Source: an optimization exercise on an open RTL-to-GDS flow (aim: small area and a short achievable clock period). Production flows keep margins and buffers that such runs may drop. Only simulation tests tie the RTL to the original design; equivalence was not proved. Power is estimated from default activity; no workload was simulated.

## P
Design vector_sequencer, start of the top module:
module vector_sequencer (
  input  logic                                   clk_i,
  input  logic                                   rst_ni,
  input  seq_pkg::seq_req_t                      seq_req_i,
  input  logic                                   seq_req_valid_i,
  output logic                                   seq_req_ready_o,
  output seq_pkg::seq_resp_t                     seq_resp_o,
  output logic                                   seq_resp_valid_o,
  output seq_pkg::pe_req_t                       pe_req_o,
  output logic                                   pe_req_valid_o,
  input  logic                                   pe_req_ready_i,
  input  logic [seq_pkg::NrUnits-1:0][seq_pkg::NrVInsn-1:0] pe_done_i,
  input  logic                                   addrgen_ack_i,
  input  logic                                   addrgen_error_i,
  input  logic [15:0]                            addrgen_error_vl_i,
  input  logic [31:0]                            scalar_resp_i,
  input  logic                                   scalar_resp_valid_i,
  output logic                                   scalar_resp_ready_o,
  output logic                                   seq_idle_o,
  output seq_pkg::vmask_t                        running_o,
  output logic [seq_pkg::NrVInsn-1:0][seq_pkg::NrVInsn-1:0] global_hazard_table_o
);
export LEC_CHECK = 0
export CAP_MARGIN = 20
export CORE_MARGIN = 2
export CORE_UTILIZATION = 60
export PLACE_DENSITY = 0.7
export SETUP_SLACK_MARGIN = 4.5
export SLEW_MARGIN = 20
export SYNTH_HIERARCHICAL = 1
create_clock -name core_clock -period 9.0 [get_ports {clk_i}]
standard.sh (not shown) runs the stock make flow with config.mk's settings and CLKGATE_MAP_FILE= SYNTH_SCRIPT=/design/flow/synth_recipe.tcl, a recipe that flattens the netlist after the stock synthesis.
==> flow/flow/run.sh <==
#!/bin/bash
# Standard ORFS layout, with plain buffers on the ports instead of the
# delay buffers buffer_ports picks by default, and a clock tree without
# dummy loads.
set -euo pipefail
export BUFFER_PORTS_ARGS="-buffer_cell sky130_fd_sc_hd__buf_1"
export CTS_ARGS="-sink_clustering_enable -repair_clock_nets -dont_use_dummy_load -buf_list sky130_fd_sc_hd__clkbuf_8 -sink_clustering_size 20 -sink_clustering_max_diameter 50"
bash standard.sh finish > flow_standard.log 2>&1
P finished every step from synthesis to the final layout, and the layout passed the timing, design-rule and antenna checks.
For S, these inputs were changed with respect to P:
- a change of SETUP_SLACK_MARGIN from 4.5 to 4.0
--- outcome ---
- Between P and S, the flow reports total setup buffers inserted after CTS increasing by more than half.
- Non-clock buffering overhead in the final layout was higher in the run labelled S.
- S vs. P: met2 wire length picked up an extra 460 um, die outline height neither gained nor lost much, combined global-route utilization of all metal layers picked up an extra 0.37 points.
- Vias: S above P
- Summary of S over P: post-route cell area higher, sequential share of layout area went down 0.27 points, cell area after synthesis roughly the same.

* * *

Setup of garnet:
Another version of the RTL of vector_sequencer (not shown whole).
For scale: roughly 1500 cells after synthesis, about 300 flip-flops, about 330 I/O pins, about 17000 um^2 of cells after synthesis.
export LEC_CHECK = 0
export CAP_MARGIN = 20
export CORE_MARGIN = 2
export CORE_UTILIZATION = 60
export PLACE_DENSITY = 0.7
export SETUP_SLACK_MARGIN = 4.2
export SLEW_MARGIN = 20
export SYNTH_HIERARCHICAL = 1
create_clock -name core_clock -period 9.0 [get_ports {clk_i}]
==> flow/flow/run.sh <==
#!/bin/bash
# Standard ORFS layout, with plain buffers on the ports instead of the
# delay buffers buffer_ports picks by default, and a clock tree without
# dummy loads.
set -euo pipefail
export BUFFER_PORTS_ARGS="-buffer_cell sky130_fd_sc_hd__buf_1"
export CTS_ARGS="-sink_clustering_enable -repair_clock_nets -dont_use_dummy_load -buf_list sky130_fd_sc_hd__clkbuf_8 -sink_clustering_size 20 -sink_clustering_max_diameter 50"

bash standard.sh finish > flow_standard.log 2>&1
For ember, these inputs were changed with respect to garnet:
- a change of SETUP_SLACK_MARGIN from 4.2 to 4.3
-- flow/flow/run.sh --
<<< garnet, line 7
export CTS_ARGS="-sink_clustering_enable -repair_clock_nets -dont_use_dummy_load -buf_list sky130_fd_sc_hd__clkbuf_8 -sink_clustering_size 20 -sink_clustering_max_diameter 50"

bash standard.sh finish > flow_standard.log 2>&1
>>> ember, line 7
export CTS_ARGS="-sink_clustering_enable -repair_clock_nets -dont_use_dummy_load -buf_list sky130_fd_sc_hd__clkbuf_8 -sink_clustering_size 20 -sink_clustering_max_diameter 50"
export SETUP_MOVE_SEQUENCE="unbuffer,sizeup,swap,clone,split"
bash standard.sh finish > flow_standard.log 2>&1
## What came out
ember ended with every stage complete and zero timing, DRC or antenna violations. Compared with garnet, ember shows cell area that has gone down by a few percent. Comparing garnet and ember, the lower final HPWL from detailed placement was measured on garnet. From ember to garnet, total negative setup slack did not move at all. ember vs. garnet: routed wire length on met3 went down by 18%. Instance count along the most critical hold path (ember over garnet): decrease, 1. Re power attributed to the clock group: ember is 2.8% down on garnet. Comparing garnet and ember, wire length is higher on garnet. Changes observed in ember relative to garnet: sequential cell fraction of total power went up by 0.6 points; post-layout total power shrank by 1.1%.

* * *

Starting RTL as in the previous note.
clock: 9.0 ns
lec_check: 0
cap_margin: 20
core_margin: 2
core_utilization: 60
place_density: 0.7
setup_slack_margin: 4.5
slew_margin: 20
synth_hierarchical: 1
==> flow/flow/run.sh <==
#!/bin/bash
# Standard ORFS layout, with plain buffers on the ports instead of the
# delay buffers buffer_ports picks by default, and a clock tree without
# dummy loads.
set -euo pipefail
export BUFFER_PORTS_ARGS="-buffer_cell sky130_fd_sc_hd__buf_1"
export CTS_ARGS="-sink_clustering_enable -repair_clock_nets -dont_use_dummy_load -buf_list sky130_fd_sc_hd__clkbuf_8 -sink_clustering_size 20 -sink_clustering_max_diameter 50"
export SETUP_MOVE_SEQUENCE="unbuffer,sizeup,swap,clone,split"
bash standard.sh finish > flow_standard.log 2>&1
The first run finished with timing, DRC and antenna clean.
==> next run, changes <==
--- a/flow/config.mk
+++ b/flow/config.mk
@@ -10,2 +10,2 @@
-export CORE_UTILIZATION = 60
-export PLACE_DENSITY = 0.7
+export CORE_UTILIZATION = 70
+export PLACE_DENSITY = 0.8
- setup slack is worse by 0.19 ns
- final cell count drops by about 3.4%
- power went down by about 1%
- flip-flop and latch count stays the same
- final area went down by 2.2%
- synthesized cell count does not change
==> next run, changes <==
--- a/flow/config.mk
+++ b/flow/config.mk
@@ -10,3 +10,3 @@
-export CORE_UTILIZATION = 70
-export PLACE_DENSITY = 0.8
-export SETUP_SLACK_MARGIN = 4.5
+export CORE_UTILIZATION = 60
+export PLACE_DENSITY = 0.7
+export SETUP_SLACK_MARGIN = 4.0
After rerunning: Utilization came out lower by 11 points. Worst hold slack gains 0.018 ns. Final area goes up by 1.6%.
==> next run, changes <==
--- a/flow/flow/run.sh
+++ b/flow/flow/run.sh
@@ -8 +7,0 @@
-export SETUP_MOVE_SEQUENCE="unbuffer,sizeup,swap,clone,split"
--- a/flow/config.mk
+++ b/flow/config.mk
@@ -12 +12 @@
-export SETUP_SLACK_MARGIN = 4.0
+export SETUP_SLACK_MARGIN = 4.5
The new run finished clean.
Sequential power stays flat.
Fmax rises by 1.2%.
Non-clock buffer count came out higher by 57.
Total power barely changes.
Die area does not change.
Combinational power came out higher by about 2%.
Design area is higher by 2.7%.

-- static timing again, ports no longer ideal --
How much do the figures lean on ideal ports? The routed layouts below were timed once more, with nothing changed but the port constraints.
Step 1, drivers: a clkbuf_16 drives clk_i and a buf_2 each remaining input, both assumed.
Step 2 times the ports against the registers' clock, not the clock port: input delays grow and output delays shrink by t, the midpoint of the rising clock arrivals with the driver on.
Slacks: no drivers / after step 1 / after step 2; pairs: no drivers / after step 1.
run | t, ns | slack for setup (ns) | worst hold slack (ns) | worst setup path at the end
P | 0.594 | 3.823 / 3.781 / 3.602 | 0.493 / 0.493 / 0.493 | input to register
S | 0.587 | 3.746 / 3.698 / 3.562 | 0.492 / 0.492 / 0.492 | input to register
garnet | 0.600 | 3.921 / 3.879 / 3.531 | 0.501 / 0.501 / 0.501 | input to register
ember | 0.563 | 3.997 / 3.942 / 3.791 | 0.464 / 0.464 / 0.464 | input to register
the first run of note 3 | 0.563 | 4.013 / 3.957 / 3.637 | 0.470 / 0.470 / 0.470 | input to register
the second run of note 3 | 0.654 | 3.825 / 3.775 / 3.688 | 0.485 / 0.485 / 0.485 | input to register
the third run of note 3 | 0.595 | 3.949 / 3.904 / 3.649 | 0.503 / 0.503 / 0.503 | input to register
the fourth run of note 3 | 0.562 | 4.011 / 3.958 / 3.563 | 0.466 / 0.466 / 0.466 | input to register
After both steps every run listed still meets setup and hold. For the fourth run of note 3, which loses most, drivers alone change the setup slack by -0.053 ns; drivers and shift together by -0.448 ns.
